This design comes from an exercise in tuning for small area, a short achievable clock period and few clock cycles per item on the open sky130 flow, not from production work. Function was checked by simulation only, so behaviour that the tests miss may differ from the original.

`design/flow/flow/run.sh`:
```
#!/bin/bash
# Standard layout with two changes:
# - port buffers are buf_1 instead of the flow's default pick, a slow delay
#   cell; every port still gets its buffer;
# - after the standard synthesis, flow/invopt.py chooses the output polarity
#   of each full-adder cell (a full adder is self-dual) so that fewer
#   inverters are needed between adder cells. Registers, ports and all other
#   cells are left as the standard synthesis made them.
set -euo pipefail
cp standard.sh standard_sh.txt
export BUFFER_PORTS_ARGS="-buffer_cell sky130_fd_sc_hd__buf_1"
R=orfs/results/sky130hd/julian_day_converter/base
bash standard.sh synth > standard_synth.log 2>&1
cp $R/1_2_yosys.v yosys_netlist_standard.v
python3 flow/invopt.py yosys_netlist_standard.v $R/1_2_yosys.v > invopt.log 2>&1
touch $R/1_2_yosys.v
bash standard.sh > standard.log 2>&1
```
`design/flow/flow/invopt.py`:
```
#!/usr/bin/env python3
"""Full-adder polarity pass on a mapped sky130hd netlist.

A full adder is self-dual: fa(~a, ~b, ~c) = ~fa(a, b, c) for both outputs.
Yosys's adder extraction leaves many inverters between adder cells. This pass
treats every inverter as a free negation, chooses for each fa cell whether it
computes the true or the complemented outputs, and then puts back one inverter
per net whose complement is still needed. Registers, ports and every other cell
are untouched; inverters that drive a port are kept.
usage: invopt.py IN.v OUT.v
"""
import re, sys

OUTPINS = {"X", "Y", "Q", "Q_N", "SUM", "COUT", "HI", "LO"}
src = open(sys.argv[1]).read()

inst_re = re.compile(r"^(\s*)(sky130_fd_sc_hd__\w+)\s+(\\\S+\s|\S+)\s*\((.*?)\);\n", re.S | re.M)
pin_re = re.compile(r"\.(\w+)\(\s*(\\\S+\s|[^()\s]+)\s*\)")

def norm(n):
    return n.strip()

# module ports
m = re.search(r"module\s+\w+\s*\((.*?)\);", src, re.S)
ports_out = set()
for d in re.finditer(r"^\s*output\s+(?:\[[^\]]*\]\s*)?(.*?);", src, re.M):
    pass
# output port nets: declared "output [..] name;" -> bits used as name[i] or name
outdecl = {}
for d in re.finditer(r"^\s*output\s+(\[(\d+):(\d+)\]\s*)?(\\\S+\s|\w+)\s*;", src, re.M):
    name = norm(d.group(4))
    outdecl[name] = (int(d.group(2)), int(d.group(3))) if d.group(1) else None

def is_out_port(net):
    base = re.sub(r"\[\d+\]$", "", net)
    return base in outdecl

insts = []
for mo in inst_re.finditer(src):
    typ, name, body = mo.group(2), norm(mo.group(3)), mo.group(4)
    pins = [(p, norm(n)) for p, n in pin_re.findall(body)]
    insts.append(dict(typ=typ, name=name, pins=pins, span=mo.span(), indent=mo.group(1)))

is_inv = lambda t: re.match(r"sky130_fd_sc_hd__(clk)?inv_\d+$", t) is not None
drv_inv = {}   # net Y -> net A for removable inverters
keep = set()
for i in insts:
    if is_inv(i["typ"]):
        d = dict(i["pins"])
        if is_out_port(d["Y"]):
            keep.add(i["name"])
        else:
            drv_inv[d["Y"]] = d["A"]

def resolve(net):
    par = 0
    while net in drv_inv:
        net = drv_inv[net]; par ^= 1
    return net, par

fa = [i for i in insts if i["typ"].startswith("sky130_fd_sc_hd__fa_")]
fa_idx = {i["name"]: k for k, i in enumerate(fa)}
out_of = {}   # base net -> fa index driving it
for k, i in enumerate(fa):
    for p, n in i["pins"]:
        if p in ("SUM", "COUT"):
            out_of[n] = k

# consumers: list of (inst index or None, pin, base net, parity)
cons = []
for i in insts:
    if is_inv(i["typ"]) and i["name"] not in keep:
        continue
    for p, n in i["pins"]:
        if p in OUTPINS:
            continue
        b, par = resolve(n)
        cons.append([i, p, b, par])
flip = [0] * len(fa)
by_net = {}
for c in cons:
    by_net.setdefault(c[2], []).append(c)
fa_in = {k: [] for k in range(len(fa))}
for c in cons:
    if c[0]["name"] in fa_idx:
        fa_in[fa_idx[c[0]["name"]]].append(c)

def need(c):
    b = c[2]
    ph = flip[out_of[b]] if b in out_of else 0
    f = flip[fa_idx[c[0]["name"]]] if c[0]["name"] in fa_idx else 0
    return c[3] ^ ph ^ f

def netcost(b):
    return 1 if any(need(c) for c in by_net.get(b, [])) else 0

def affected(k):
    nets = {c[2] for c in fa_in[k]}
    for p, n in fa[k]["pins"]:
        if p in ("SUM", "COUT"):
            nets.add(n)
    return nets

before = sum(netcost(b) for b in by_net)
improved = True
rounds = 0
while improved and rounds < 50:
    improved = False; rounds += 1
    for k in range(len(fa)):
        nets = affected(k)
        c0 = sum(netcost(b) for b in nets)
        flip[k] ^= 1
        c1 = sum(netcost(b) for b in nets)
        if c1 < c0:
            improved = True
        else:
            flip[k] ^= 1
after = sum(netcost(b) for b in by_net)
sys.stderr.write(f"inverters: {len(drv_inv)} removable, nets needing one before {before}, after {after}, fa flipped {sum(flip)}\n")

# rebuild
neg_name = {}
newwires = []
newinsts = []
def negnet(b):
    if b not in neg_name:
        k = len(neg_name)
        neg_name[b] = f"_invopt_n{k}_"
        newwires.append(neg_name[b])
        bn = b + " " if b.startswith("\\") else b
        newinsts.append(f"  sky130_fd_sc_hd__inv_1 _invopt_i{k}_ (\n    .A({bn}),\n    .Y({neg_name[b]})\n  );\n")
    return neg_name[b]

repl = {}
for c in cons:
    b = c[2]
    n = negnet(b) if need(c) else b
    repl[(c[0]["name"], c[1])] = n
out = []
pos = 0
for i in insts:
    s, e = i["span"]
    out.append(src[pos:s]); pos = e
    if is_inv(i["typ"]) and i["name"] not in keep:
        continue
    nm = i["name"] + " " if i["name"].startswith("\\") else i["name"]
    pl = []
    for p, n in i["pins"]:
        nn = repl.get((i["name"], p), n)
        if nn.startswith("\\"):
            nn += " "
        pl.append(f"    .{p}({nn})")
    out.append(f"{i['indent']}{i['typ']} {nm} (\n" + ",\n".join(pl) + "\n  );\n")
out.append(src[pos:])
txt = "".join(out)
# declare new wires and add new inverters before endmodule
idx = txt.rindex("endmodule")
decl = "".join(f"  wire {w};\n" for w in newwires)
txt = txt[:idx] + decl + "".join(newinsts) + txt[idx:]
open(sys.argv[2], "w").write(txt)
```
`design/flow/standard.sh`:
```
#!/bin/bash
# synth_recipe.tcl (not shown) runs the flow's synth.tcl, then flattens the netlist and writes it again
# the make line also repeats each setting of config.mk as NAME=value (left out here)
make -C /OpenROAD-flow-scripts/flow DESIGN_CONFIG=/design/flow/config.mk WORK_HOME=/design/flow/orfs CLKGATE_MAP_FILE= SYNTH_SCRIPT=/design/flow/synth_recipe.tcl "${@:-finish}"
```
`design/flow/config.mk`:
```
export PLATFORM = sky130hd
export DESIGN_NAME = julian_day_converter
export DESIGN_NICKNAME = julian_day_converter
export VERILOG_FILES = /design/flow/design.v
export SDC_FILE = /design/flow/constraint.sdc
export NUM_CORES = 4
export LEC_CHECK = 0
export CAP_MARGIN = 20
export CORE_MARGIN = 2
export CORE_UTILIZATION = 40
export SETUP_SLACK_MARGIN = 0.5
export SLEW_MARGIN = 20
```
`design/flow/constraint.sdc`:
```
create_clock -name core_clock -period 6.0 [get_ports {clk}]
set_input_delay 1.2000 -clock core_clock [delete_from_list [all_inputs] [get_ports {clk}]]
set_output_delay 1.2000 -clock core_clock [all_outputs]
set_load 0.01 [all_outputs]
```
`design/flow/design.v`:
```
package jdc_pkg;
  localparam int YEAR_W  = 14;
  localparam int MONTH_W = 4;
  localparam int DAY_W   = 5;
  localparam int JDN_W   = 23;
  localparam int TDATA_W = 48;
  localparam logic [22:0] JDN_EPOCH = 23'd1721119;   
  localparam logic [22:0] JDN_FIRST = 23'd1721426;   
  localparam logic [22:0] JDN_LAST  = 23'd5373484;   
  localparam logic [18:0] EST_OFS = 19'd37704;
endpackage
module jdc_ctrl (
  input  logic clk,
  input  logic rst_n,
  input  logic in_tvalid,
  input  logic out_tready,
  output logic en,
  output logic vld_out
);
  logic v1_r, v2_r, v3_r;
  assign en      = ~v3_r | out_tready;
  assign vld_out = v3_r;
  always_ff @(posedge clk) begin
    if (!rst_n) begin
      v1_r <= 1'b0;
      v2_r <= 1'b0;
      v3_r <= 1'b0;
    end else if (en) begin
      v1_r <= in_tvalid;
      v2_r <= v1_r;
      v3_r <= v2_r;
    end
  end
endmodule
module jdc_fwd (
  input  logic [13:0] year,
  input  logic [3:0]  month,
  input  logic [4:0]  day,
  output logic [13:0] y_mar,
  output logic [8:0]  tday
);
  logic       early;
  logic [8:0] tmon;
  assign early = (month <= 4'd2);
  always_comb begin
    if (year == 14'd0) y_mar = early ? 14'd0 : 14'd1;
    else               y_mar = year - {13'd0, early};
  end
  always_comb begin
    case (month)
      4'd0:  tmon = 9'd275;
      4'd1:  tmon = 9'd306;
      4'd2:  tmon = 9'd337;
      4'd3:  tmon = 9'd0;
      4'd4:  tmon = 9'd31;
      4'd5:  tmon = 9'd61;
      4'd6:  tmon = 9'd92;
      4'd7:  tmon = 9'd122;
      4'd8:  tmon = 9'd153;
      4'd9:  tmon = 9'd184;
      4'd10: tmon = 9'd214;
      4'd11: tmon = 9'd245;
      4'd12: tmon = 9'd275;
      4'd13: tmon = 9'd306;
      4'd14: tmon = 9'd337;
      default: tmon = 9'd367;
    endcase
  end
  assign tday = tmon + {4'd0, day};
endmodule
import jdc_pkg::*;
module jdc_inv_est (
  input  logic [22:0] n,
  output logic [13:0] y_est,
  output logic        err
);
  logic [16:0] sa, sb, p;
  assign err   = (n < JDN_FIRST) || (n > JDN_LAST);
  logic e_c0, e_c1, e_c2, e_c3, e_c4, e_c5, e_c6, e_c7;
  logic e_c8, e_c9, e_c10, e_c11, e_c12, e_c13, e_c14, e_c15;
  logic e_c16, e_c17, e_c18, e_c19, e_c20, e_c21, e_c22, e_c23;
  logic e_c24, e_c25, e_c26, e_c27, e_c28, e_c29, e_c30, e_c31;
  logic e_c32, e_c33, e_c34, e_c35, e_c36, e_c37, e_c38, e_c39;
  logic e_c40, e_c41, e_c42, e_c43, e_c44, e_c45, e_c46, e_c47;
  logic e_c48, e_c49, e_c50, e_c51, e_c52, e_c53, e_c54, e_c55;
  logic e_c56, e_c57, e_c58, e_s0, e_s1, e_s2, e_s3, e_s4;
  logic e_s5, e_s6, e_s7, e_s8, e_s9, e_s10, e_s11, e_s12;
  logic e_s13, e_s14, e_s15, e_s16, e_s17, e_s18, e_s19, e_s20;
  logic e_s21, e_s22, e_s23, e_s24, e_s25, e_s26, e_s27, e_s28;
  logic e_s29, e_s30, e_s31, e_s32, e_s33, e_s34, e_s35, e_s36;
  logic e_s37, e_s38, e_s39, e_s40, e_s41, e_s42, e_s43, e_s44;
  logic e_s45, e_s46, e_s47, e_s48, e_s49, e_s50, e_s51, e_s52;
  logic e_s53, e_s54, e_s55, e_s56, e_s57, e_s58;
  assign e_s0 = n[7] ^ n[9];
  assign e_c0 = n[7] & n[9];
  assign e_s1 = n[8] ^ n[10];
  assign e_c1 = n[8] & n[10];
  assign e_s2 = n[9] ^ n[11] ^ n[12];
  assign e_c2 = (n[9] & n[11]) | (n[9] & n[12]) | (n[11] & n[12]);
  assign e_s3 = n[10] ^ n[12] ^ n[13];
  assign e_c3 = (n[10] & n[12]) | (n[10] & n[13]) | (n[12] & n[13]);
  assign e_s4 = n[11] ^ n[13] ^ n[14];
  assign e_c4 = (n[11] & n[13]) | (n[11] & n[14]) | (n[13] & n[14]);
  assign e_s5 = n[12] ^ n[14];
  assign e_c5 = n[12] & n[14];
  assign e_s6 = n[6] ^ n[8] ^ n[9];
  assign e_c6 = (n[6] & n[8]) | (n[6] & n[9]) | (n[8] & n[9]);
  assign e_s7 = n[10] ^ n[12] ^ ~n[15];
  assign e_c7 = (n[10] & n[12]) | (n[10] & ~n[15]) | (n[12] & ~n[15]);
  assign e_s8 = ~n[18] ^ 1'b1;
  assign e_c8 = ~n[18] & 1'b1;
  assign e_s9 = n[11] ^ n[13] ^ ~n[16];
  assign e_c9 = (n[11] & n[13]) | (n[11] & ~n[16]) | (n[13] & ~n[16]);
  assign e_s10 = ~n[19] ^ e_c0 ^ e_s1;
  assign e_c10 = (~n[19] & e_c0) | (~n[19] & e_s1) | (e_c0 & e_s1);
  assign e_s11 = n[14] ^ ~n[17] ^ ~n[20];
  assign e_c11 = (n[14] & ~n[17]) | (n[14] & ~n[20]) | (~n[17] & ~n[20]);
  assign e_s12 = 1'b1 ^ e_c1 ^ e_s2;
  assign e_c12 = (1'b1 & e_c1) | (1'b1 & e_s2) | (e_c1 & e_s2);
  assign e_s13 = n[15] ^ ~n[18] ^ ~n[21];
  assign e_c13 = (n[15] & ~n[18]) | (n[15] & ~n[21]) | (~n[18] & ~n[21]);
  assign e_s14 = 1'b1 ^ e_c2 ^ e_s3;
  assign e_c14 = (1'b1 & e_c2) | (1'b1 & e_s3) | (e_c2 & e_s3);
  assign e_s15 = n[16] ^ ~n[19] ^ ~n[22];
  assign e_c15 = (n[16] & ~n[19]) | (n[16] & ~n[22]) | (~n[19] & ~n[22]);
  assign e_s16 = 1'b1 ^ e_c3 ^ e_s4;
  assign e_c16 = (1'b1 & e_c3) | (1'b1 & e_s4) | (e_c3 & e_s4);
  assign e_s17 = n[15] ^ n[17] ^ ~n[20];
  assign e_c17 = (n[15] & n[17]) | (n[15] & ~n[20]) | (n[17] & ~n[20]);
  assign e_s18 = 1'b1 ^ e_c4 ^ e_s5;
  assign e_c18 = (1'b1 & e_c4) | (1'b1 & e_s5) | (e_c4 & e_s5);
  assign e_s19 = n[13] ^ n[15] ^ n[16];
  assign e_c19 = (n[13] & n[15]) | (n[13] & n[16]) | (n[15] & n[16]);
  assign e_s20 = n[18] ^ ~n[21] ^ e_c5;
  assign e_c20 = (n[18] & ~n[21]) | (n[18] & e_c5) | (~n[21] & e_c5);
  assign e_s21 = n[14] ^ n[16] ^ n[17];
  assign e_c21 = (n[14] & n[16]) | (n[14] & n[17]) | (n[16] & n[17]);
  assign e_s22 = n[19] ^ ~n[22];
  assign e_c22 = n[19] & ~n[22];
  assign e_s23 = n[15] ^ n[17] ^ n[18];
  assign e_c23 = (n[15] & n[17]) | (n[15] & n[18]) | (n[17] & n[18]);
  assign e_s24 = n[20] ^ 1'b1;
  assign e_c24 = n[20] & 1'b1;
  assign e_s25 = n[16] ^ n[18] ^ n[19];
  assign e_c25 = (n[16] & n[18]) | (n[16] & n[19]) | (n[18] & n[19]);
  assign e_s26 = n[17] ^ n[19] ^ n[20];
  assign e_c26 = (n[17] & n[19]) | (n[17] & n[20]) | (n[19] & n[20]);
  assign e_s27 = n[11] ^ ~n[14];
  assign e_c27 = n[11] & ~n[14];
  assign e_s28 = e_s0 ^ e_c6 ^ e_s7;
  assign e_c28 = (e_s0 & e_c6) | (e_s0 & e_s7) | (e_c6 & e_s7);
  assign e_s29 = e_c7 ^ e_c8 ^ e_s9;
  assign e_c29 = (e_c7 & e_c8) | (e_c7 & e_s9) | (e_c8 & e_s9);
  assign e_s30 = e_c9 ^ e_c10 ^ e_s11;
  assign e_c30 = (e_c9 & e_c10) | (e_c9 & e_s11) | (e_c10 & e_s11);
  assign e_s31 = e_c11 ^ e_c12 ^ e_s13;
  assign e_c31 = (e_c11 & e_c12) | (e_c11 & e_s13) | (e_c12 & e_s13);
  assign e_s32 = e_c13 ^ e_c14 ^ e_s15;
  assign e_c32 = (e_c13 & e_c14) | (e_c13 & e_s15) | (e_c14 & e_s15);
  assign e_s33 = e_c15 ^ e_c16 ^ e_s17;
  assign e_c33 = (e_c15 & e_c16) | (e_c15 & e_s17) | (e_c16 & e_s17);
  assign e_s34 = e_c17 ^ e_c18 ^ e_s19;
  assign e_c34 = (e_c17 & e_c18) | (e_c17 & e_s19) | (e_c18 & e_s19);
  assign e_s35 = e_c19 ^ e_c20 ^ e_s21;
  assign e_c35 = (e_c19 & e_c20) | (e_c19 & e_s21) | (e_c20 & e_s21);
  assign e_s36 = e_c21 ^ e_c22 ^ e_s23;
  assign e_c36 = (e_c21 & e_c22) | (e_c21 & e_s23) | (e_c22 & e_s23);
  assign e_s37 = n[21] ^ e_c23 ^ e_c24;
  assign e_c37 = (n[21] & e_c23) | (n[21] & e_c24) | (e_c23 & e_c24);
  assign e_s38 = n[22] ^ 1'b1 ^ e_c25;
  assign e_c38 = (n[22] & 1'b1) | (n[22] & e_c25) | (1'b1 & e_c25);
  assign e_s39 = n[18] ^ n[20] ^ n[21];
  assign e_c39 = (n[18] & n[20]) | (n[18] & n[21]) | (n[20] & n[21]);
  assign e_s40 = n[19] ^ n[21] ^ n[22];
  assign e_c40 = (n[19] & n[21]) | (n[19] & n[22]) | (n[21] & n[22]);
  assign e_s41 = n[20] ^ n[22];
  assign e_c41 = n[20] & n[22];
  assign e_s42 = ~n[17] ^ e_s6;
  assign e_c42 = ~n[17] & e_s6;
  assign e_s43 = e_s8 ^ e_c27 ^ e_s28;
  assign e_c43 = (e_s8 & e_c27) | (e_s8 & e_s28) | (e_c27 & e_s28);
  assign e_s44 = e_s10 ^ e_c28 ^ e_s29;
  assign e_c44 = (e_s10 & e_c28) | (e_s10 & e_s29) | (e_c28 & e_s29);
  assign e_s45 = e_s12 ^ e_c29 ^ e_s30;
  assign e_c45 = (e_s12 & e_c29) | (e_s12 & e_s30) | (e_c29 & e_s30);
  assign e_s46 = e_s14 ^ e_c30 ^ e_s31;
  assign e_c46 = (e_s14 & e_c30) | (e_s14 & e_s31) | (e_c30 & e_s31);
  assign e_s47 = e_s16 ^ e_c31 ^ e_s32;
  assign e_c47 = (e_s16 & e_c31) | (e_s16 & e_s32) | (e_c31 & e_s32);
  assign e_s48 = e_s18 ^ e_c32 ^ e_s33;
  assign e_c48 = (e_s18 & e_c32) | (e_s18 & e_s33) | (e_c32 & e_s33);
  assign e_s49 = e_s20 ^ e_c33 ^ e_s34;
  assign e_c49 = (e_s20 & e_c33) | (e_s20 & e_s34) | (e_c33 & e_s34);
  assign e_s50 = e_s22 ^ e_c34 ^ e_s35;
  assign e_c50 = (e_s22 & e_c34) | (e_s22 & e_s35) | (e_c34 & e_s35);
  assign e_s51 = e_s24 ^ e_c35 ^ e_s36;
  assign e_c51 = (e_s24 & e_c35) | (e_s24 & e_s36) | (e_c35 & e_s36);
  assign e_s52 = e_s25 ^ e_c36 ^ e_s37;
  assign e_c52 = (e_s25 & e_c36) | (e_s25 & e_s37) | (e_c36 & e_s37);
  assign e_s53 = e_s26 ^ e_c37 ^ e_s38;
  assign e_c53 = (e_s26 & e_c37) | (e_s26 & e_s38) | (e_c37 & e_s38);
  assign e_s54 = e_c26 ^ e_c38 ^ e_s39;
  assign e_c54 = (e_c26 & e_c38) | (e_c26 & e_s39) | (e_c38 & e_s39);
  assign e_s55 = 1'b1 ^ e_c39 ^ e_s40;
  assign e_c55 = (1'b1 & e_c39) | (1'b1 & e_s40) | (e_c39 & e_s40);
  assign e_s56 = 1'b1 ^ e_c40 ^ e_s41;
  assign e_c56 = (1'b1 & e_c40) | (1'b1 & e_s41) | (e_c40 & e_s41);
  assign e_s57 = n[21] ^ e_c41;
  assign e_c57 = n[21] & e_c41;
  assign e_s58 = n[22] ^ 1'b1;
  assign e_c58 = n[22] & 1'b1;
  assign sa = {e_c57, e_c56, e_c55, e_c54, e_c53, e_c52, e_c51, e_c50, e_c49, e_c48, e_c47, e_c46, e_c45, e_c44, e_c43, e_c42, e_s27};
  assign sb = {e_s58, e_s57, e_s56, e_s55, e_s54, e_s53, e_s52, e_s51, e_s50, e_s49, e_s48, e_s47, e_s46, e_s45, e_s44, e_s43, e_s42};
  assign p     = sa + sb;
  assign y_est = p[16:3];
endmodule
module jdc_inv_mon (
  input  logic [8:0]  doy,       
  output logic [3:0]  m          
);
  always_comb begin
    if      (doy >= 9'd337) m = 4'd11;
    else if (doy >= 9'd306) m = 4'd10;
    else if (doy >= 9'd275) m = 4'd9;
    else if (doy >= 9'd245) m = 4'd8;
    else if (doy >= 9'd214) m = 4'd7;
    else if (doy >= 9'd184) m = 4'd6;
    else if (doy >= 9'd153) m = 4'd5;
    else if (doy >= 9'd122) m = 4'd4;
    else if (doy >= 9'd92)  m = 4'd3;
    else if (doy >= 9'd61)  m = 4'd2;
    else if (doy >= 9'd31)  m = 4'd1;
    else                    m = 4'd0;
  end
endmodule
module jdc_inv_dec (
  input  logic [3:0]  m,         
  input  logic [4:0]  doy_lo,    
  input  logic        corr,      
  input  logic [13:0] y_est,
  output logic [13:0] year,
  output logic [3:0]  month,
  output logic [4:0]  day
);
  logic [4:0] start;             
  logic       jf;
  assign start = (m == 4'd0)  ? 5'(9'd0)   :
                 (m == 4'd1)  ? 5'(9'd31)  :
                 (m == 4'd2)  ? 5'(9'd61)  :
                 (m == 4'd3)  ? 5'(9'd92)  :
                 (m == 4'd4)  ? 5'(9'd122) :
                 (m == 4'd5)  ? 5'(9'd153) :
                 (m == 4'd6)  ? 5'(9'd184) :
                 (m == 4'd7)  ? 5'(9'd214) :
                 (m == 4'd8)  ? 5'(9'd245) :
                 (m == 4'd9)  ? 5'(9'd275) :
                 (m == 4'd10) ? 5'(9'd306) : 5'(9'd337);
  assign jf    = (m >= 4'd10);
  assign month = jf ? (m - 4'd9) : (m + 4'd3);
  assign day   = 5'(doy_lo - start + 5'd1);
  assign year  = y_est + {12'd0, corr & jf, corr ^ jf};
endmodule
import jdc_pkg::*;
module julian_day_converter (
  input  logic                         clk,
  input  logic                         rst_n,
  input  logic                         in_tvalid,
  output logic                         in_tready,
  input  logic [jdc_pkg::TDATA_W-1:0]  in_tdata,
  input  logic                         in_tuser,
  output logic                         out_tvalid,
  input  logic                         out_tready,
  output logic [jdc_pkg::TDATA_W-1:0]  out_tdata,
  output logic                         out_tuser
);
  logic        en;
  logic [13:0] y_mar, y_est;
  logic [8:0]  tday;
  logic        err0;
  logic [13:0] x1_r;      
  logic [9:0]  z1_r;      
  logic        op1_r, err1_r;
  logic [11:0] q;
  logic [15:0] cprod, ca, cb;
  logic [7:0]  cent;
  logic        r99, leap;
  logic [22:0] p, pa, pb;
  logic [9:0]  p2_r;      
  logic [13:0] w2_r;      
  logic [7:0]  c2_r;
  logic        leap2_r, op2_r, err2_r;
  logic [22:0] g, ga, gb;
  logic [9:0]  doy_c;
  logic        corr;
  logic [8:0]  doy;
  logic [3:0]  mon;
  logic [13:0] w3_r;      
  logic [9:0]  d3_r;      
  logic        op3_r, err3_r;
  logic [13:0] year_d;
  logic [3:0]  month_d;
  logic [4:0]  day_d;
  jdc_ctrl u_ctrl (
    .clk        (clk),
    .rst_n      (rst_n),
    .in_tvalid  (in_tvalid),
    .out_tready (out_tready),
    .en         (en),
    .vld_out    (out_tvalid)
  );
  jdc_fwd u_fwd (
    .year  (in_tdata[13:0]),
    .month (in_tdata[17:14]),
    .day   (in_tdata[22:18]),
    .y_mar (y_mar),
    .tday  (tday)
  );
  jdc_inv_est u_est (
    .n     (in_tdata[45:23]),
    .y_est (y_est),
    .err   (err0)
  );
  assign in_tready = en;
  always_ff @(posedge clk) begin
    if (en) begin
      x1_r   <= in_tuser ? y_est : y_mar;
      z1_r   <= in_tuser ? ~in_tdata[32:23] : {1'b0, tday};
      op1_r  <= in_tuser;
      err1_r <= in_tuser & err0;
    end
  end
  assign q     = x1_r[13:2];
  logic q_c0, q_c1, q_c2, q_c3, q_c4, q_c5, q_c6, q_c7;
  logic q_c8, q_c9, q_c10, q_c11, q_c12, q_c13, q_c14, q_c15;
  logic q_c16, q_c17, q_c18, q_c19, q_c20, q_c21, q_c22, q_c23;
  logic q_c24, q_s0, q_s1, q_s2, q_s3, q_s4, q_s5, q_s6;
  logic q_s7, q_s8, q_s9, q_s10, q_s11, q_s12, q_s13, q_s14;
  logic q_s15, q_s16, q_s17, q_s18, q_s19, q_s20, q_s21, q_s22;
  logic q_s23, q_s24;
  assign q_s0 = q[0] ^ q[2];
  assign q_c0 = q[0] & q[2];
  assign q_s1 = q[1] ^ q[3] ^ q[6];
  assign q_c1 = (q[1] & q[3]) | (q[1] & q[6]) | (q[3] & q[6]);
  assign q_s2 = q[2] ^ q[4] ^ q[7];
  assign q_c2 = (q[2] & q[4]) | (q[2] & q[7]) | (q[4] & q[7]);
  assign q_s3 = q[3] ^ q[5] ^ q[8];
  assign q_c3 = (q[3] & q[5]) | (q[3] & q[8]) | (q[5] & q[8]);
  assign q_s4 = q[4] ^ q[6] ^ q[9];
  assign q_c4 = (q[4] & q[6]) | (q[4] & q[9]) | (q[6] & q[9]);
  assign q_s5 = q[5] ^ q[7] ^ q[10];
  assign q_c5 = (q[5] & q[7]) | (q[5] & q[10]) | (q[7] & q[10]);
  assign q_s6 = q[6] ^ q[8] ^ q[11];
  assign q_c6 = (q[6] & q[8]) | (q[6] & q[11]) | (q[8] & q[11]);
  assign q_s7 = q[7] ^ q[9];
  assign q_c7 = q[7] & q[9];
  assign q_s8 = q[8] ^ q[10];
  assign q_c8 = q[8] & q[10];
  assign q_s9 = q[9] ^ q[11];
  assign q_c9 = q[9] & q[11];
  assign q_s10 = q[2] ^ ~q[7];
  assign q_c10 = q[2] & ~q[7];
  assign q_s11 = q[0] ^ q[3] ^ ~q[8];
  assign q_c11 = (q[0] & q[3]) | (q[0] & ~q[8]) | (q[3] & ~q[8]);
  assign q_s12 = q[1] ^ q[4] ^ ~q[9];
  assign q_c12 = (q[1] & q[4]) | (q[1] & ~q[9]) | (q[4] & ~q[9]);
  assign q_s13 = q[5] ^ ~q[10] ^ q_s0;
  assign q_c13 = (q[5] & ~q[10]) | (q[5] & q_s0) | (~q[10] & q_s0);
  assign q_s14 = ~q[11] ^ q_c0 ^ q_s1;
  assign q_c14 = (~q[11] & q_c0) | (~q[11] & q_s1) | (q_c0 & q_s1);
  assign q_s15 = 1'b1 ^ q_c1 ^ q_s2;
  assign q_c15 = (1'b1 & q_c1) | (1'b1 & q_s2) | (q_c1 & q_s2);
  assign q_s16 = 1'b1 ^ q_c2 ^ q_s3;
  assign q_c16 = (1'b1 & q_c2) | (1'b1 & q_s3) | (q_c2 & q_s3);
  assign q_s17 = 1'b1 ^ q_c3 ^ q_s4;
  assign q_c17 = (1'b1 & q_c3) | (1'b1 & q_s4) | (q_c3 & q_s4);
  assign q_s18 = 1'b1 ^ q_c4 ^ q_s5;
  assign q_c18 = (1'b1 & q_c4) | (1'b1 & q_s5) | (q_c4 & q_s5);
  assign q_s19 = 1'b1 ^ q_c5 ^ q_s6;
  assign q_c19 = (1'b1 & q_c5) | (1'b1 & q_s6) | (q_c5 & q_s6);
  assign q_s20 = 1'b1 ^ q_c6 ^ q_s7;
  assign q_c20 = (1'b1 & q_c6) | (1'b1 & q_s7) | (q_c6 & q_s7);
  assign q_s21 = 1'b1 ^ q_c7 ^ q_s8;
  assign q_c21 = (1'b1 & q_c7) | (1'b1 & q_s8) | (q_c7 & q_s8);
  assign q_s22 = 1'b1 ^ q_c8 ^ q_s9;
  assign q_c22 = (1'b1 & q_c8) | (1'b1 & q_s9) | (q_c8 & q_s9);
  assign q_s23 = q[10] ^ 1'b1 ^ q_c9;
  assign q_c23 = (q[10] & 1'b1) | (q[10] & q_c9) | (1'b1 & q_c9);
  assign q_s24 = q[11] ^ 1'b1;
  assign q_c24 = q[11] & 1'b1;
  assign ca = {1'b1, q_c23, q_c22, q_c21, q_c20, q_c19, q_c18, q_c17, q_c16, q_c15, q_c14, q_c13, q_c12, q_c11, q_c10, 1'b1};
  assign cb = {q_c24, q_s24, q_s23, q_s22, q_s21, q_s20, q_s19, q_s18, q_s17, q_s16, q_s15, q_s14, q_s13, q_s12, q_s11, q_s10};
  assign cprod = ca + cb;
  assign cent  = cprod[15:8];
  assign r99   = (x1_r[1:0] == 2'b11) && (cprod[7:0] >= 8'd246);
  assign leap  = (x1_r[1:0] == 2'b11) && (!r99 || (cent[1:0] == 2'b11));
  logic f_c0, f_c1, f_c2, f_c3, f_c4, f_c5, f_c6, f_c7;
  logic f_c8, f_c9, f_c10, f_c11, f_c12, f_c13, f_c14, f_c15;
  logic f_c16, f_c17, f_c18, f_c19, f_c20, f_c21, f_c22, f_c23;
  logic f_c24, f_c25, f_c26, f_c27, f_c28, f_c29, f_c30, f_c31;
  logic f_c32, f_c33, f_c34, f_c35, f_c36, f_c37, f_c38, f_c39;
  logic f_c40, f_c41, f_c42, f_c43, f_c44, f_c45, f_c46, f_c47;
  logic f_c48, f_c49, f_c50, f_c51, f_c52, f_c53, f_c54, f_c55;
  logic f_c56, f_c57, f_c58, f_c59, f_c60, f_c61, f_c62, f_c63;
  logic f_c64, f_c65, f_c66, f_c67, f_c68, f_c69, f_c70, f_c71;
  logic f_c72, f_c73, f_s0, f_s1, f_s2, f_s3, f_s4, f_s5;
  logic f_s6, f_s7, f_s8, f_s9, f_s10, f_s11, f_s12, f_s13;
  logic f_s14, f_s15, f_s16, f_s17, f_s18, f_s19, f_s20, f_s21;
  logic f_s22, f_s23, f_s24, f_s25, f_s26, f_s27, f_s28, f_s29;
  logic f_s30, f_s31, f_s32, f_s33, f_s34, f_s35, f_s36, f_s37;
  logic f_s38, f_s39, f_s40, f_s41, f_s42, f_s43, f_s44, f_s45;
  logic f_s46, f_s47, f_s48, f_s49, f_s50, f_s51, f_s52, f_s53;
  logic f_s54, f_s55, f_s56, f_s57, f_s58, f_s59, f_s60, f_s61;
  logic f_s62, f_s63, f_s64, f_s65, f_s66, f_s67, f_s68, f_s69;
  logic f_s70, f_s71, f_s72, f_s73;
  assign f_s0 = x1_r[0] ^ x1_r[1];
  assign f_c0 = x1_r[0] & x1_r[1];
  assign f_s1 = x1_r[1] ^ x1_r[2] ^ x1_r[4];
  assign f_c1 = (x1_r[1] & x1_r[2]) | (x1_r[1] & x1_r[4]) | (x1_r[2] & x1_r[4]);
  assign f_s2 = x1_r[0] ^ x1_r[2] ^ x1_r[3];
  assign f_c2 = (x1_r[0] & x1_r[2]) | (x1_r[0] & x1_r[3]) | (x1_r[2] & x1_r[3]);
  assign f_s3 = x1_r[5] ^ x1_r[6];
  assign f_c3 = x1_r[5] & x1_r[6];
  assign f_s4 = x1_r[1] ^ x1_r[3] ^ x1_r[4];
  assign f_c4 = (x1_r[1] & x1_r[3]) | (x1_r[1] & x1_r[4]) | (x1_r[3] & x1_r[4]);
  assign f_s5 = x1_r[6] ^ x1_r[7] ^ x1_r[9];
  assign f_c5 = (x1_r[6] & x1_r[7]) | (x1_r[6] & x1_r[9]) | (x1_r[7] & x1_r[9]);
  assign f_s6 = x1_r[2] ^ x1_r[4] ^ x1_r[5];
  assign f_c6 = (x1_r[2] & x1_r[4]) | (x1_r[2] & x1_r[5]) | (x1_r[4] & x1_r[5]);
  assign f_s7 = x1_r[7] ^ x1_r[8];
  assign f_c7 = x1_r[7] & x1_r[8];
  assign f_s8 = x1_r[3] ^ x1_r[5] ^ x1_r[6];
  assign f_c8 = (x1_r[3] & x1_r[5]) | (x1_r[3] & x1_r[6]) | (x1_r[5] & x1_r[6]);
  assign f_s9 = x1_r[8] ^ x1_r[9];
  assign f_c9 = x1_r[8] & x1_r[9];
  assign f_s10 = x1_r[4] ^ x1_r[6] ^ x1_r[7];
  assign f_c10 = (x1_r[4] & x1_r[6]) | (x1_r[4] & x1_r[7]) | (x1_r[6] & x1_r[7]);
  assign f_s11 = x1_r[5] ^ x1_r[7];
  assign f_c11 = x1_r[5] & x1_r[7];
  assign f_s12 = x1_r[0] ^ x1_r[1];
  assign f_c12 = x1_r[0] & x1_r[1];
  assign f_s13 = x1_r[1] ^ x1_r[2] ^ x1_r[4];
  assign f_c13 = (x1_r[1] & x1_r[2]) | (x1_r[1] & x1_r[4]) | (x1_r[2] & x1_r[4]);
  assign f_s14 = x1_r[0] ^ x1_r[2] ^ x1_r[3];
  assign f_c14 = (x1_r[0] & x1_r[2]) | (x1_r[0] & x1_r[3]) | (x1_r[2] & x1_r[3]);
  assign f_s15 = x1_r[5] ^ x1_r[7];
  assign f_c15 = x1_r[5] & x1_r[7];
  assign f_s16 = x1_r[3] ^ x1_r[4] ^ x1_r[6];
  assign f_c16 = (x1_r[3] & x1_r[4]) | (x1_r[3] & x1_r[6]) | (x1_r[4] & x1_r[6]);
  assign f_s17 = x1_r[8] ^ z1_r[6] ^ f_s0;
  assign f_c17 = (x1_r[8] & z1_r[6]) | (x1_r[8] & f_s0) | (z1_r[6] & f_s0);
  assign f_s18 = x1_r[5] ^ x1_r[7] ^ x1_r[9];
  assign f_c18 = (x1_r[5] & x1_r[7]) | (x1_r[5] & x1_r[9]) | (x1_r[7] & x1_r[9]);
  assign f_s19 = z1_r[7] ^ f_c0 ^ f_s1;
  assign f_c19 = (z1_r[7] & f_c0) | (z1_r[7] & f_s1) | (f_c0 & f_s1);
  assign f_s20 = x1_r[8] ^ x1_r[10] ^ z1_r[8];
  assign f_c20 = (x1_r[8] & x1_r[10]) | (x1_r[8] & z1_r[8]) | (x1_r[10] & z1_r[8]);
  assign f_s21 = f_c1 ^ f_s2 ^ f_s3;
  assign f_c21 = (f_c1 & f_s2) | (f_c1 & f_s3) | (f_s2 & f_s3);
  assign f_s22 = x1_r[11] ^ z1_r[9] ^ f_c2;
  assign f_c22 = (x1_r[11] & z1_r[9]) | (x1_r[11] & f_c2) | (z1_r[9] & f_c2);
  assign f_s23 = f_c3 ^ f_s4 ^ f_s5;
  assign f_c23 = (f_c3 & f_s4) | (f_c3 & f_s5) | (f_s4 & f_s5);
  assign f_s24 = x1_r[10] ^ x1_r[12] ^ f_c4;
  assign f_c24 = (x1_r[10] & x1_r[12]) | (x1_r[10] & f_c4) | (x1_r[12] & f_c4);
  assign f_s25 = f_c5 ^ f_s6 ^ f_s7;
  assign f_c25 = (f_c5 & f_s6) | (f_c5 & f_s7) | (f_s6 & f_s7);
  assign f_s26 = x1_r[11] ^ x1_r[13] ^ f_c6;
  assign f_c26 = (x1_r[11] & x1_r[13]) | (x1_r[11] & f_c6) | (x1_r[13] & f_c6);
  assign f_s27 = f_c7 ^ f_s8 ^ f_s9;
  assign f_c27 = (f_c7 & f_s8) | (f_c7 & f_s9) | (f_s8 & f_s9);
  assign f_s28 = x1_r[9] ^ x1_r[10] ^ x1_r[12];
  assign f_c28 = (x1_r[9] & x1_r[10]) | (x1_r[9] & x1_r[12]) | (x1_r[10] & x1_r[12]);
  assign f_s29 = f_c8 ^ f_c9 ^ f_s10;
  assign f_c29 = (f_c8 & f_c9) | (f_c8 & f_s10) | (f_c9 & f_s10);
  assign f_s30 = x1_r[8] ^ x1_r[10] ^ x1_r[11];
  assign f_c30 = (x1_r[8] & x1_r[10]) | (x1_r[8] & x1_r[11]) | (x1_r[10] & x1_r[11]);
  assign f_s31 = x1_r[13] ^ f_c10 ^ f_s11;
  assign f_c31 = (x1_r[13] & f_c10) | (x1_r[13] & f_s11) | (f_c10 & f_s11);
  assign f_s32 = x1_r[6] ^ x1_r[8] ^ x1_r[9];
  assign f_c32 = (x1_r[6] & x1_r[8]) | (x1_r[6] & x1_r[9]) | (x1_r[8] & x1_r[9]);
  assign f_s33 = x1_r[11] ^ x1_r[12] ^ f_c11;
  assign f_c33 = (x1_r[11] & x1_r[12]) | (x1_r[11] & f_c11) | (x1_r[12] & f_c11);
  assign f_s34 = x1_r[7] ^ x1_r[9] ^ x1_r[10];
  assign f_c34 = (x1_r[7] & x1_r[9]) | (x1_r[7] & x1_r[10]) | (x1_r[9] & x1_r[10]);
  assign f_s35 = x1_r[12] ^ x1_r[13];
  assign f_c35 = x1_r[12] & x1_r[13];
  assign f_s36 = x1_r[8] ^ x1_r[10] ^ x1_r[11];
  assign f_c36 = (x1_r[8] & x1_r[10]) | (x1_r[8] & x1_r[11]) | (x1_r[10] & x1_r[11]);
  assign f_s37 = x1_r[0] ^ x1_r[2];
  assign f_c37 = x1_r[0] & x1_r[2];
  assign f_s38 = x1_r[3] ^ x1_r[5] ^ z1_r[3];
  assign f_c38 = (x1_r[3] & x1_r[5]) | (x1_r[3] & z1_r[3]) | (x1_r[5] & z1_r[3]);
  assign f_s39 = x1_r[6] ^ z1_r[4] ^ f_c12;
  assign f_c39 = (x1_r[6] & z1_r[4]) | (x1_r[6] & f_c12) | (z1_r[4] & f_c12);
  assign f_s40 = z1_r[5] ^ f_c13 ^ f_s14;
  assign f_c40 = (z1_r[5] & f_c13) | (z1_r[5] & f_s14) | (f_c13 & f_s14);
  assign f_s41 = f_c14 ^ f_c15 ^ f_s16;
  assign f_c41 = (f_c14 & f_c15) | (f_c14 & f_s16) | (f_c15 & f_s16);
  assign f_s42 = f_c16 ^ f_c17 ^ f_s18;
  assign f_c42 = (f_c16 & f_c17) | (f_c16 & f_s18) | (f_c17 & f_s18);
  assign f_s43 = f_c18 ^ f_c19 ^ f_s20;
  assign f_c43 = (f_c18 & f_c19) | (f_c18 & f_s20) | (f_c19 & f_s20);
  assign f_s44 = f_c20 ^ f_c21 ^ f_s22;
  assign f_c44 = (f_c20 & f_c21) | (f_c20 & f_s22) | (f_c21 & f_s22);
  assign f_s45 = f_c22 ^ f_c23 ^ f_s24;
  assign f_c45 = (f_c22 & f_c23) | (f_c22 & f_s24) | (f_c23 & f_s24);
  assign f_s46 = f_c24 ^ f_c25 ^ f_s26;
  assign f_c46 = (f_c24 & f_c25) | (f_c24 & f_s26) | (f_c25 & f_s26);
  assign f_s47 = f_c26 ^ f_c27 ^ f_s28;
  assign f_c47 = (f_c26 & f_c27) | (f_c26 & f_s28) | (f_c27 & f_s28);
  assign f_s48 = f_c28 ^ f_c29 ^ f_s30;
  assign f_c48 = (f_c28 & f_c29) | (f_c28 & f_s30) | (f_c29 & f_s30);
  assign f_s49 = f_c30 ^ f_c31 ^ f_s32;
  assign f_c49 = (f_c30 & f_c31) | (f_c30 & f_s32) | (f_c31 & f_s32);
  assign f_s50 = f_c32 ^ f_c33 ^ f_s34;
  assign f_c50 = (f_c32 & f_c33) | (f_c32 & f_s34) | (f_c33 & f_s34);
  assign f_s51 = x1_r[13] ^ f_c34 ^ f_c35;
  assign f_c51 = (x1_r[13] & f_c34) | (x1_r[13] & f_c35) | (f_c34 & f_c35);
  assign f_s52 = x1_r[9] ^ x1_r[11] ^ x1_r[12];
  assign f_c52 = (x1_r[9] & x1_r[11]) | (x1_r[9] & x1_r[12]) | (x1_r[11] & x1_r[12]);
  assign f_s53 = x1_r[10] ^ x1_r[12];
  assign f_c53 = x1_r[10] & x1_r[12];
  assign f_s54 = x1_r[0] ^ x1_r[2];
  assign f_c54 = x1_r[0] & x1_r[2];
  assign f_s55 = x1_r[1] ^ x1_r[3] ^ z1_r[1];
  assign f_c55 = (x1_r[1] & x1_r[3]) | (x1_r[1] & z1_r[1]) | (x1_r[3] & z1_r[1]);
  assign f_s56 = x1_r[4] ^ z1_r[2] ^ f_s37;
  assign f_c56 = (x1_r[4] & z1_r[2]) | (x1_r[4] & f_s37) | (z1_r[2] & f_s37);
  assign f_s57 = f_s12 ^ f_c37 ^ f_s38;
  assign f_c57 = (f_s12 & f_c37) | (f_s12 & f_s38) | (f_c37 & f_s38);
  assign f_s58 = f_s13 ^ f_c38 ^ f_s39;
  assign f_c58 = (f_s13 & f_c38) | (f_s13 & f_s39) | (f_c38 & f_s39);
  assign f_s59 = f_s15 ^ f_c39 ^ f_s40;
  assign f_c59 = (f_s15 & f_c39) | (f_s15 & f_s40) | (f_c39 & f_s40);
  assign f_s60 = f_s17 ^ f_c40 ^ f_s41;
  assign f_c60 = (f_s17 & f_c40) | (f_s17 & f_s41) | (f_c40 & f_s41);
  assign f_s61 = f_s19 ^ f_c41 ^ f_s42;
  assign f_c61 = (f_s19 & f_c41) | (f_s19 & f_s42) | (f_c41 & f_s42);
  assign f_s62 = f_s21 ^ f_c42 ^ f_s43;
  assign f_c62 = (f_s21 & f_c42) | (f_s21 & f_s43) | (f_c42 & f_s43);
  assign f_s63 = f_s23 ^ f_c43 ^ f_s44;
  assign f_c63 = (f_s23 & f_c43) | (f_s23 & f_s44) | (f_c43 & f_s44);
  assign f_s64 = f_s25 ^ f_c44 ^ f_s45;
  assign f_c64 = (f_s25 & f_c44) | (f_s25 & f_s45) | (f_c44 & f_s45);
  assign f_s65 = f_s27 ^ f_c45 ^ f_s46;
  assign f_c65 = (f_s27 & f_c45) | (f_s27 & f_s46) | (f_c45 & f_s46);
  assign f_s66 = f_s29 ^ f_c46 ^ f_s47;
  assign f_c66 = (f_s29 & f_c46) | (f_s29 & f_s47) | (f_c46 & f_s47);
  assign f_s67 = f_s31 ^ f_c47 ^ f_s48;
  assign f_c67 = (f_s31 & f_c47) | (f_s31 & f_s48) | (f_c47 & f_s48);
  assign f_s68 = f_s33 ^ f_c48 ^ f_s49;
  assign f_c68 = (f_s33 & f_c48) | (f_s33 & f_s49) | (f_c48 & f_s49);
  assign f_s69 = f_s35 ^ f_c49 ^ f_s50;
  assign f_c69 = (f_s35 & f_c49) | (f_s35 & f_s50) | (f_c49 & f_s50);
  assign f_s70 = f_s36 ^ f_c50 ^ f_s51;
  assign f_c70 = (f_s36 & f_c50) | (f_s36 & f_s51) | (f_c50 & f_s51);
  assign f_s71 = f_c36 ^ f_c51 ^ f_s52;
  assign f_c71 = (f_c36 & f_c51) | (f_c36 & f_s52) | (f_c51 & f_s52);
  assign f_s72 = x1_r[13] ^ f_c52 ^ f_s53;
  assign f_c72 = (x1_r[13] & f_c52) | (x1_r[13] & f_s53) | (f_c52 & f_s53);
  assign f_s73 = x1_r[11] ^ x1_r[13] ^ f_c53;
  assign f_c73 = (x1_r[11] & x1_r[13]) | (x1_r[11] & f_c53) | (x1_r[13] & f_c53);
  assign pa = {1'b0, x1_r[13], x1_r[12], f_c72, f_c71, f_c70, f_c69, f_c68, f_c67, f_c66, f_c65, f_c64, f_c63, f_c62, f_c61, f_c60, f_c59, f_c58, f_c57, f_c56, f_c55, f_c54, z1_r[0]};
  assign pb = {1'b0, 1'b0, f_c73, f_s73, f_s72, f_s71, f_s70, f_s69, f_s68, f_s67, f_s66, f_s65, f_s64, f_s63, f_s62, f_s61, f_s60, f_s59, f_s58, f_s57, f_s56, f_s55, f_s54};
  assign p = pa + pb;
  always_ff @(posedge clk) begin
    if (en) begin
      p2_r    <= p[9:0];
      w2_r    <= op1_r ? x1_r : {1'b0, p[22:10]};
      c2_r    <= cent;
      leap2_r <= leap;
      op2_r   <= op1_r;
      err2_r  <= err1_r;
    end
  end
  logic g_c0, g_c1, g_c2, g_c3, g_c4, g_c5, g_c6, g_c7;
  logic g_c8, g_c9, g_c10, g_c11, g_c12, g_c13, g_s0, g_s1;
  logic g_s2, g_s3, g_s4, g_s5, g_s6, g_s7, g_s8, g_s9;
  logic g_s10, g_s11, g_s12, g_s13;
  assign g_s0 = p2_r[0] ^ ~c2_r[0];
  assign g_c0 = p2_r[0] & ~c2_r[0];
  assign g_s1 = p2_r[1] ^ ~c2_r[1];
  assign g_c1 = p2_r[1] & ~c2_r[1];
  assign g_s2 = p2_r[2] ^ ~c2_r[2];
  assign g_c2 = p2_r[2] & ~c2_r[2];
  assign g_s3 = p2_r[3] ^ ~c2_r[3];
  assign g_c3 = p2_r[3] & ~c2_r[3];
  assign g_s4 = p2_r[4] ^ ~c2_r[4];
  assign g_c4 = p2_r[4] & ~c2_r[4];
  assign g_s5 = p2_r[5] ^ ~c2_r[5] ^ c2_r[7];
  assign g_c5 = (p2_r[5] & ~c2_r[5]) | (p2_r[5] & c2_r[7]) | (~c2_r[5] & c2_r[7]);
  assign g_s6 = c2_r[2] ^ op2_r;
  assign g_c6 = c2_r[2] & op2_r;
  assign g_s7 = c2_r[3] ^ g_c0 ^ g_s1;
  assign g_c7 = (c2_r[3] & g_c0) | (c2_r[3] & g_s1) | (g_c0 & g_s1);
  assign g_s8 = c2_r[4] ^ g_c1 ^ g_s2;
  assign g_c8 = (c2_r[4] & g_c1) | (c2_r[4] & g_s2) | (g_c1 & g_s2);
  assign g_s9 = c2_r[5] ^ g_c2 ^ g_s3;
  assign g_c9 = (c2_r[5] & g_c2) | (c2_r[5] & g_s3) | (g_c2 & g_s3);
  assign g_s10 = c2_r[6] ^ g_c3 ^ g_s4;
  assign g_c10 = (c2_r[6] & g_c3) | (c2_r[6] & g_s4) | (g_c3 & g_s4);
  assign g_s11 = 1'b1 ^ g_c4 ^ g_s5;
  assign g_c11 = (1'b1 & g_c4) | (1'b1 & g_s5) | (g_c4 & g_s5);
  assign g_s12 = p2_r[6] ^ ~c2_r[6] ^ g_c5;
  assign g_c12 = (p2_r[6] & ~c2_r[6]) | (p2_r[6] & g_c5) | (~c2_r[6] & g_c5);
  assign g_s13 = p2_r[7] ^ ~c2_r[7];
  assign g_c13 = p2_r[7] & ~c2_r[7];
  assign ga = {w2_r[12], w2_r[11], w2_r[10], w2_r[9], w2_r[8], w2_r[7], w2_r[6], w2_r[5], w2_r[4], w2_r[3], w2_r[2], w2_r[1], w2_r[0], p2_r[9], p2_r[8], g_c12, g_c11, g_c10, g_c9, g_c8, g_c7, g_c6, g_s0};
  assign gb = {1'b0, 1'b0, 1'b1, 1'b1, 1'b0, 1'b1, 1'b0, 1'b0, 1'b1, 1'b0, 1'b0, 1'b0, 1'b0, 1'b1, g_c13, g_s13, g_s12, g_s11, g_s10, g_s9, g_s8, g_s7, g_s6};
  assign g     = ga + gb;
  assign doy_c = ~g[9:0];
  assign corr  = leap2_r ? (doy_c >= 10'd366) : (doy_c >= 10'd365);
  assign doy   = corr ? 9'(doy_c - (leap2_r ? 10'd366 : 10'd365)) : doy_c[8:0];
  jdc_inv_mon u_mon (
    .doy (doy),
    .m   (mon)
  );
  always_ff @(posedge clk) begin
    if (en) begin
      w3_r   <= op2_r ? w2_r : {1'b0, g[22:10]};
      d3_r   <= op2_r ? {corr, mon, doy[4:0]} : g[9:0];
      op3_r  <= op2_r;
      err3_r <= err2_r;
    end
  end
  jdc_inv_dec u_dec (
    .m      (d3_r[8:5]),
    .doy_lo (d3_r[4:0]),
    .corr   (d3_r[9]),
    .y_est  (w3_r),
    .year   (year_d),
    .month  (month_d),
    .day    (day_d)
  );
  always_comb begin
    out_tdata = '0;
    out_tuser = 1'b0;
    if (!op3_r) begin
      out_tdata[22:0] = {w3_r[12:0], d3_r};
    end else if (err3_r) begin
      out_tuser = 1'b1;
    end else begin
      out_tdata[36:23] = year_d;
      out_tdata[40:37] = month_d;
      out_tdata[45:41] = day_d;
    end
  end
endmodule
```
==> key figures, run 1 <==
Cells and area
  • Area occupied by multi-input gates: 0.00867 mm2
  • Reg area: 0.00267 mm2
  • Layout Area Growth over Synthesis: 9.34%
  • Layout cells sized above 1: 0.0447
  • Antenna diodes: 0
  • # fillers: 2910
  • Layout Nets: 1625

Clock tree
  • Post CTS Setup Buffer Count: 0
  • Post-CTS Resized: 0
  • Clock Sinks: 90
  • Worst-skew pair later-pin latency: 0.36 ns
  • Root buffer cell: clkbuf_16
  • Worst-path clk slew: 0.07 ns
  • Hold_buf cts: 0
  • CTS tree: yes
  • Max clock buf depth: 2
  • H-tree depth: 3
  • Inserted Clock Buffers: 9

STA
  • Final setup TNS: 0 ns
  • Rel. slew slack: 0.437
  • Final Setup Violations: 0
  • Final hold vios: 0
  • RSZ-0062 raised after global routing: false
  • Setup Skew: 0.0122 ns
  • Final Slew Violations: 0
  • Crit path time final: 5.24 ns
  • Slew @ Worst Pin: 0.845 ns
  • Worst hold slack: 0.423 ns
  • Fmax: 191 MHz
  • Tcrit/Tclk final: 0.874

Placement
  • Post-DP HPWL: 22400 um
  • I/O Buffers: 99
  • GP Congestion: 0.884

Floorplan
  • Die Y-Extent: 177 um
  • Die width: 177 um
  • Boundary Pins: 104
  • Initial Util: 0.404
  • Core area: 0.0295 mm2
  • Die area: 0.0312 mm2
  • Row count: 63

Setup path
  • Top cell family by delay on the critical path: adder cells
  • Critical Path RT: 6.09 ns
  • Element type at the critical path end: flop
  • Worst endpoint data arrival time: 5.33 ns
  • Worst path bufs/invs: 0
  • Max stage delay on crit path: 0.76 ns
  • WS Path Type: reg2reg
  • Crit start category: flop
  • CP dominant cell by count: fa_1
  • R2R Setup Slk: 0.76 ns
  • CP Max Fanout: 9
  • Cell-by-cell trace of the critical path: fa_1, fa_1, fa_1, fa_1, ha_1, nand4_1, nor3b_1, nor2_1, a21oi_1, a21oi_1, a2111oi_0, o21a_1, o31ai_1
  • Slowest-stage cell, CP: edfxtp_1

Routing
  • Vias per cell: 5.22
  • Drt pass-1 iters: 7
  • Wire length after detailed routing: 26900 um
  • Routed len/inst: 15.7 um
  • Post-route DRC violation count: 0
  • Remaining antenna violation count: 0
  • Detailed Route Iter0 Violations: 480
  • Vias after detailed routing: 8930

Global route
  • Initial antenna violation count: 0
  • Pin count of the biggest net entering global routing: 61
  • Total grt overflow: 0
  • First-pass GRT wire length: 45000 um
  • Vias in the first global route: 9113
  • Total GRT Usage: 0.181

Synth
  • Mapped Cells: 1223
  • Ys Warns: 4
  • Cell Area, Synth: 0.0119 mm2
  • Mapped Avg Cell Area: 9.75 um2

Run status
  • Status: finished clean

Min path
  • Hold Path Class: reg2reg

Job
  • Max-Cap Viols: 0
[area by class of cell]
type                       count  area share
timing repair buffer         109      0.0343
sequential                    90       0.205
tap                          390      0.0374
clock buffer                  10      0.0176
inverter                     122      0.0352
clock inverter                 6     0.00557
multi-input combinational    983       0.665
[final timing paths]
| kind | end | start | cells after the start |
|---|---|---|---|
| max | w2_r[11] | x1_r[3] | 13 |
| min | err3_r | err2_r | 0 |
| max reg2reg | w2_r[11] | x1_r[3] | 13 |
| min reg2reg | err3_r | err2_r | 0 |
[stage by stage]
step                instances  setup WS [ns]  area, um2  utilization
finish                   1710          0.757      13000        0.442
global route             1710          0.530      13000        0.442
CTS                      1710          0.714      13000        0.442
detailed placement       1694          0.326      12700        0.432
global placement         1694          0.386      12700        0.432
floorplan                1224          0.884      11900            -
[sequential cells by signal, summed over array words and instances (netlist names), 8 cells and up]
name and cells:
w2_r 14, w3_r 14, x1_r 14, d3_r 10, p2_r 10, z1_r 10
c2_r 8
[routing by layer]
metal / global-route usage / routed length (um) / part of all wire / vias up
met3: 0.0232 / 851 / 0.032 / 35
met4: 0.0637 / 715 / 0.027 / 0
met2: 0.315 / 13100 / 0.49 / 179
met1: 0.232 / 12200 / 0.45 / 4254
met5: 0 / 0 / 0 / -
li1: - / - / - / 4462
[placed cells by master (no fill, tap or decap), drive strengths merged, types with 13 or more instances in the layout]
cell type    n
nor2       104
nor2b       32
a21oi       70
and3        13
and2        15
fa         123
inv        124
ha         134
a21o        20
xor2        42
nand2       71
or3         15
o21ai       65
xnor2       52
nor3        26
buf        109
edfxtp      87
nand3       21
Testbench counts, summed over its fixed seeds: cycles 8,024, items 8,000.
==> inputs of run 2 (changes only) <==
--- a/design/flow/config.mk
+++ b/design/flow/config.mk
@@ -10,3 +10,3 @@
 export CORE_UTILIZATION = 40
-export SETUP_SLACK_MARGIN = 0.5
+export SETUP_SLACK_MARGIN = 1.2
 export SLEW_MARGIN = 20
==> run 2 against run 1 <==
- still clean
- worst hold slack improved by 0.0053 ns
- first-iteration DRC count increased by 4.2%
- synthesized cell count unchanged
- clock skew increased by 0.0021 ns
- critical path type is now in2reg
- critical endpoint is now x1_r[13]
- largest cell class unchanged
==> key figures, run 2 <==
Routing
  • Detailed Route Iter0 Violations: 500 (was 480)
  • Routed len/inst: 15.5 um (was 15.7 um)
  • Remaining antenna violation count: 0 (unchanged)
  • Vias after detailed routing: 9137 (was 8930)
  • Vias per cell: 5.22 (about the same)
  • Drt pass-1 iters: 5 (was 7)
  • Post-route DRC violation count: 0 (unchanged)
  • Wire length after detailed routing: 27100 um (was 26900 um)

Setup path
  • Worst path bufs/invs: 3 (was 0)
  • CP dominant cell by count: fa_1 (unchanged)
  • Cell-by-cell trace of the critical path: buf_2, inv_1, fa_1, ha_1, inv_1, fa_1, fa_1, ha_1, or3_1, o211ai_1, a31oi_1, a21o_1, a21o_1, a21oi_2, xnor2_1, o22ai_1 (was fa_1, fa_1, fa_1, fa_1, ha_1, nand4_1, nor3b_1, nor2_1, a21oi_1, a21oi_1, a2111oi_0, o21a_1, o31ai_1)
  • Crit start category: primary input (was flop)
  • Max stage delay on crit path: 0.52 ns (was 0.76 ns)
  • Critical Path RT: 6.07 ns (was 6.09 ns)
  • CP Max Fanout: 5 (was 9)
  • Slowest-stage cell, CP: fa_1 (was edfxtp_1)
  • Worst endpoint data arrival time: 4.86 ns (was 5.33 ns)
  • Top cell family by delay on the critical path: adder cells (unchanged)
  • WS Path Type: in2reg (was reg2reg)
  • Element type at the critical path end: flop (unchanged)

Synth
  • Cell Area, Synth: 0.0119 mm2 (unchanged)
  • Ys Warns: 4 (unchanged)
  • Mapped Avg Cell Area: 9.75 um2 (unchanged)
  • Mapped Cells: 1223 (unchanged)

Cells and area
  • Layout Utilization: 0.460 (was 0.442)
  • Largest regs: w2_r x14, w3_r x14, x1_r x14 (unchanged)
  • Commonest cells after routing, fill and taps aside: ha_1, fa_1, inv_1 (unchanged)
  • Commonest non-fill, non-tap cell in the layout: ha_1 (unchanged)
  • Antenna diodes: 0 (unchanged)
  • Non-filler instance count after layout: 1749 (was 1710)
  • Layout cells sized above 1: 0.110 (was 0.0447)
  • Layout Area Growth over Synthesis: 13.8% (was 9.34%)
  • Layout Nets: 1664 (was 1625)

STA
  • Final Setup Violations: 0 (unchanged)
  • Rel. slew slack: 0.437 (about the same)
  • Final setup TNS: 0 ns (unchanged)
  • RSZ-0062 raised after global routing: true (was false)
  • Final WS setup: 1.21 ns (was 0.757 ns)
  • Worst hold slack: 0.428 ns (was 0.423 ns)
  • Crit path time final: 4.79 ns (was 5.24 ns)
  • Final Slew Violations: 0 (unchanged)
  • Setup Skew: 0.0143 ns (was 0.0122 ns)
  • Tcrit/Tclk final: 0.798 (was 0.874)
  • Final hold vios: 0 (unchanged)
  • Slew @ Worst Pin: 0.844 ns (was 0.845 ns)
  • Fmax: 209 MHz (was 191 MHz)

Clock tree
  • Hold_buf cts: 0 (unchanged)
  • Inserted Clock Buffers: 9 (unchanged)
  • Worst-path clk slew: 0.07 ns (about the same)
  • Root buffer cell: clkbuf_16 (unchanged)
  • H-tree depth: 3 (unchanged)
  • Max clock buf depth: 2 (unchanged)
  • Clock Sinks: 90 (unchanged)
  • CTS tree: yes (unchanged)
  • Worst-skew pair later-pin latency: 0.36 ns (about the same)

Floorplan
  • Initial Util: 0.404 (unchanged)
  • Core area: 0.0295 mm2 (unchanged)
  • Boundary Pins: 104 (unchanged)
  • Row count: 63 (unchanged)
  • Die width: 177 um (unchanged)
  • Die area: 0.0312 mm2 (unchanged)
  • Die Y-Extent: 177 um (unchanged)

Job
  • Max-Cap Viols: 0 (unchanged)

Global route
  • Initial antenna violation count: 0 (unchanged)
  • First-pass GRT wire length: 44700 um (was 45000 um)
  • Total grt overflow: 0 (unchanged)
  • Total GRT Usage: 0.179 (was 0.181)
  • Vias in the first global route: 8995 (was 9113)
  • Pin count of the biggest net entering global routing: 60 (was 61)

Placement
  • Post-DP HPWL: 22000 um (was 22400 um)
  • Worst slack, placed: 0.631 ns (was 0.326 ns)
  • GP Congestion: 0.885 (was 0.884)
  • Placed Cells: 1691 (was 1694)
  • I/O Buffers: 99 (unchanged)

Run status
  • Status: finished clean (unchanged)

Min path
  • Hold Path Class: reg2reg (unchanged)
==> run 2: final timing paths <==
path	endpoint	cells after the start	startpoint	slack (ns)
setup / recovery	x1_r[13]	16	in_tdata[35]	1.21
hold reg to reg	err3_r	0	err2_r	0.43
setup reg to reg	w2_r[12]	14	x1_r[6]	1.40
hold / removal	err3_r	0	err2_r	0.43
==> run 2: stage by stage <==
step	area [um2]
6_report	13600
3_3_place_gp	12700
5_1_grt	13600
3_5_place_dp	12700
2_1_floorplan	11900
4_1_cts	13400
==> run 2: area by class of cell <==
type	count	area [um2]
fill	2821	15900
multi-input combinational	983	8890
sequential	90	2670
timing repair buffer	148	778
tap	390	488
inverter	122	459
clock buffer	9	225
clock inverter	7	55.1
==> run 2: timing repair <==
action                     in CTS  in global routing
setup endpoints to repair      11                 12
cloned                          0                  0
pin swaps                      13                  7
gates resized for setup        28                 39
setup buffers                  35                  7
==> run 2: metal layers <==
| layer | GRT usage | vias to the layer above | share of wire |
|---|---|---|---|
| li1 | - | 4542 | - |
| met4 | 0.0499 | 0 | 0.015 |
| met3 | 0.0219 | 21 | 0.036 |
| met1 | 0.233 | 4392 | 0.45 |
| met2 | 0.314 | 182 | 0.50 |
| met5 | 0 | - | 0 |
==> inputs of run 3 (changes only) <==
--- a/design/flow/config.mk
+++ b/design/flow/config.mk
@@ -10,3 +10,3 @@
 export CORE_UTILIZATION = 40
-export SETUP_SLACK_MARGIN = 1.2
+export SETUP_SLACK_MARGIN = 1.6
 export SLEW_MARGIN = 20
==> run 3 against run 2 <==
- die area did not move
- flip-flop and latch count unchanged
- non-clock buffer count rose by 44
- clock-buffer cell count unchanged
- clock skew fell by 0.0037 ns
- critical path depth stayed put
- register-to-register slack better by 0.06 ns
- global-route usage rose by 0.36 points
==> key figures, run 3 <==
STA
  • Final setup TNS: 0 ns (unchanged)
  • Rel. slew slack: 0.431 (was 0.437)
  • Final Setup Violations: 0 (unchanged)
  • Fmax: 206 MHz (was 209 MHz)
  • Final hold vios: 0 (unchanged)
  • Slew @ Worst Pin: 0.854 ns (was 0.844 ns)
  • Tcrit/Tclk final: 0.807 (was 0.798)
  • Final Slew Violations: 0 (unchanged)

Run status
  • Status: finished clean (unchanged)

Cells and area
  • Non-filler instance count after layout: 1793 (was 1749)
  • Commonest non-fill, non-tap cell in the layout: ha_1 (unchanged)
  • Layout Nets: 1708 (was 1664)
  • Area occupied by multi-input gates: 0.00932 mm2 (was 0.00889 mm2)
  • # fillers: 2711 (was 2821)
  • Largest regs: w2_r x14, w3_r x14, x1_r x14 (unchanged)
  • Commonest cells after routing, fill and taps aside: ha_1, inv_1, nor2_1 (was ha_1, fa_1, inv_1)
  • Reg area: 0.00267 mm2 (unchanged)
  • Antenna diodes: 0 (unchanged)

Global route
  • Initial antenna violation count: 0 (unchanged)
  • Total GRT Usage: 0.183 (was 0.179)
  • Total grt overflow: 0 (unchanged)
  • Pin count of the biggest net entering global routing: 63 (was 60)

Setup path
  • Element type at the critical path end: flop (unchanged)
  • Critical Path RT: 6.07 ns (about the same)
  • Crit start category: primary input (unchanged)
  • Worst endpoint data arrival time: 4.91 ns (was 4.86 ns)

Clock tree
  • Root buffer cell: clkbuf_16 (unchanged)
  • CTS tree: yes (unchanged)
  • Clock Sinks: 90 (unchanged)
  • Inserted Clock Buffers: 9 (unchanged)
  • Max clock buf depth: 2 (unchanged)
  • H-tree depth: 3 (unchanged)

Synth
  • Mapped Cells: 1223 (unchanged)
  • Mapped Avg Cell Area: 9.75 um2 (unchanged)
  • Ys Warns: 4 (unchanged)

Floorplan
  • Core area: 0.0295 mm2 (unchanged)
  • Row count: 63 (unchanged)
  • Die area: 0.0312 mm2 (unchanged)

Routing
  • Wire length after detailed routing: 29000 um (was 27100 um)
  • Vias per cell: 5.27 (was 5.22)
  • Drt pass-1 iters: 6 (was 5)
  • Routed len/inst: 16.2 um (was 15.5 um)
  • Post-route DRC violation count: 0 (unchanged)

Placement
  • Placed Cells: 1691 (unchanged)

Job
  • Max-Cap Viols: 0 (unchanged)
-- run 3: per-stage QoR --
step,setup WS [ns],utilization,instance area [um2],hold slack (ns)
after floorplan,1.14,-,12000,0.400
after global placement,0.656,0.433,12800,0.411
after detailed placement,0.617,0.433,12800,0.441
after CTS,1.10,0.466,13700,0.457
after global routing,0.985,0.489,14400,0.462
final,1.16,0.489,14400,0.459
-- run 3: area by class of cell --
type,instances,area share
multi-input combinational,983,0.647
sequential,90,0.185
timing repair buffer,192,0.0804
tap,390,0.0339
inverter,122,0.0320
clock buffer,9,0.0156
clock inverter,7,0.00582
-- run 3: worst max-delay path: stages --
cell and delay [ns]:
buf_8 0.10, fa_1 0.57, fa_1 0.45, fa_1 0.47, ha_1 0.28, a31o_2 0.20, a21o_1 0.21, a21oi_4 0.17
o21ai_4 0.07, o211ai_1 0.26, a31oi_2 0.16, a21o_1 0.19, a21o_1 0.19, a21oi_2 0.15, xnor2_1 0.13, o22ai_1 0.09
-- run 3: worst paths after layout --
check	slack (ns)	end	startpoint	cells after the start
setup reg to reg	1.46	w2_r[12]	x1_r[6]	14
setup / recovery	1.16	x1_r[13]	in_tdata[35]	16
hold / removal	0.46	err3_r	err2_r	0
hold reg to reg	0.46	err3_r	err2_r	0
-- run 3: timing repair --
item                       in CTS  in global routing
pin swaps                      38                 59
setup buffers                  51                 35
gates cloned                    0                  0
setup endpoints to repair      25                 29
resized for setup              61                101
-- run 3: metal layers --
layer	GRT usage	up-vias	wire length, um
met2	0.317	226	14500
met1	0.238	4542	12800
li1	-	4643	-
met5	0	-	0
met4	0.0599	0	742
met3	0.0204	44	974

-- afterwards: timing with drivers on the ports --
In the flow no input, the clock included, has a driving cell. The finished layouts below were timed again as built, in two steps.
Step 1 (the two cells are an assumption about what drives the block):
set clk [get_ports {clk}]
set_driving_cell -lib_cell sky130_fd_sc_hd__clkbuf_16 $clk
set_driving_cell -lib_cell sky130_fd_sc_hd__buf_2 [delete_from_list [all_inputs] $clk]
Step 2 times the ports against the registers' clock, not the clock port: input delays grow and output delays shrink by t, the midpoint of the rising clock arrivals with the driver on.
a / b / c = ideal / step 1 / step 2; a / b = the first two.
run | t (ns) | setup slack, ns | worst setup path at the end | latest minus earliest clock arrival (ns)
run 1 | 0.405 | 0.757 / 0.757 / 0.445 | input to register | 0.013 / 0.012
run 2 | 0.393 | 1.212 / 1.230 / 0.837 | input to register | 0.014 / 0.014
run 3 | 0.396 | 1.156 / 1.165 / 0.770 | input to register | 0.010 / 0.011
After both steps every run listed still meets setup and hold. For run 3, which loses most, drivers alone change the setup slack by +0.009 ns; drivers and shift together by -0.386 ns.
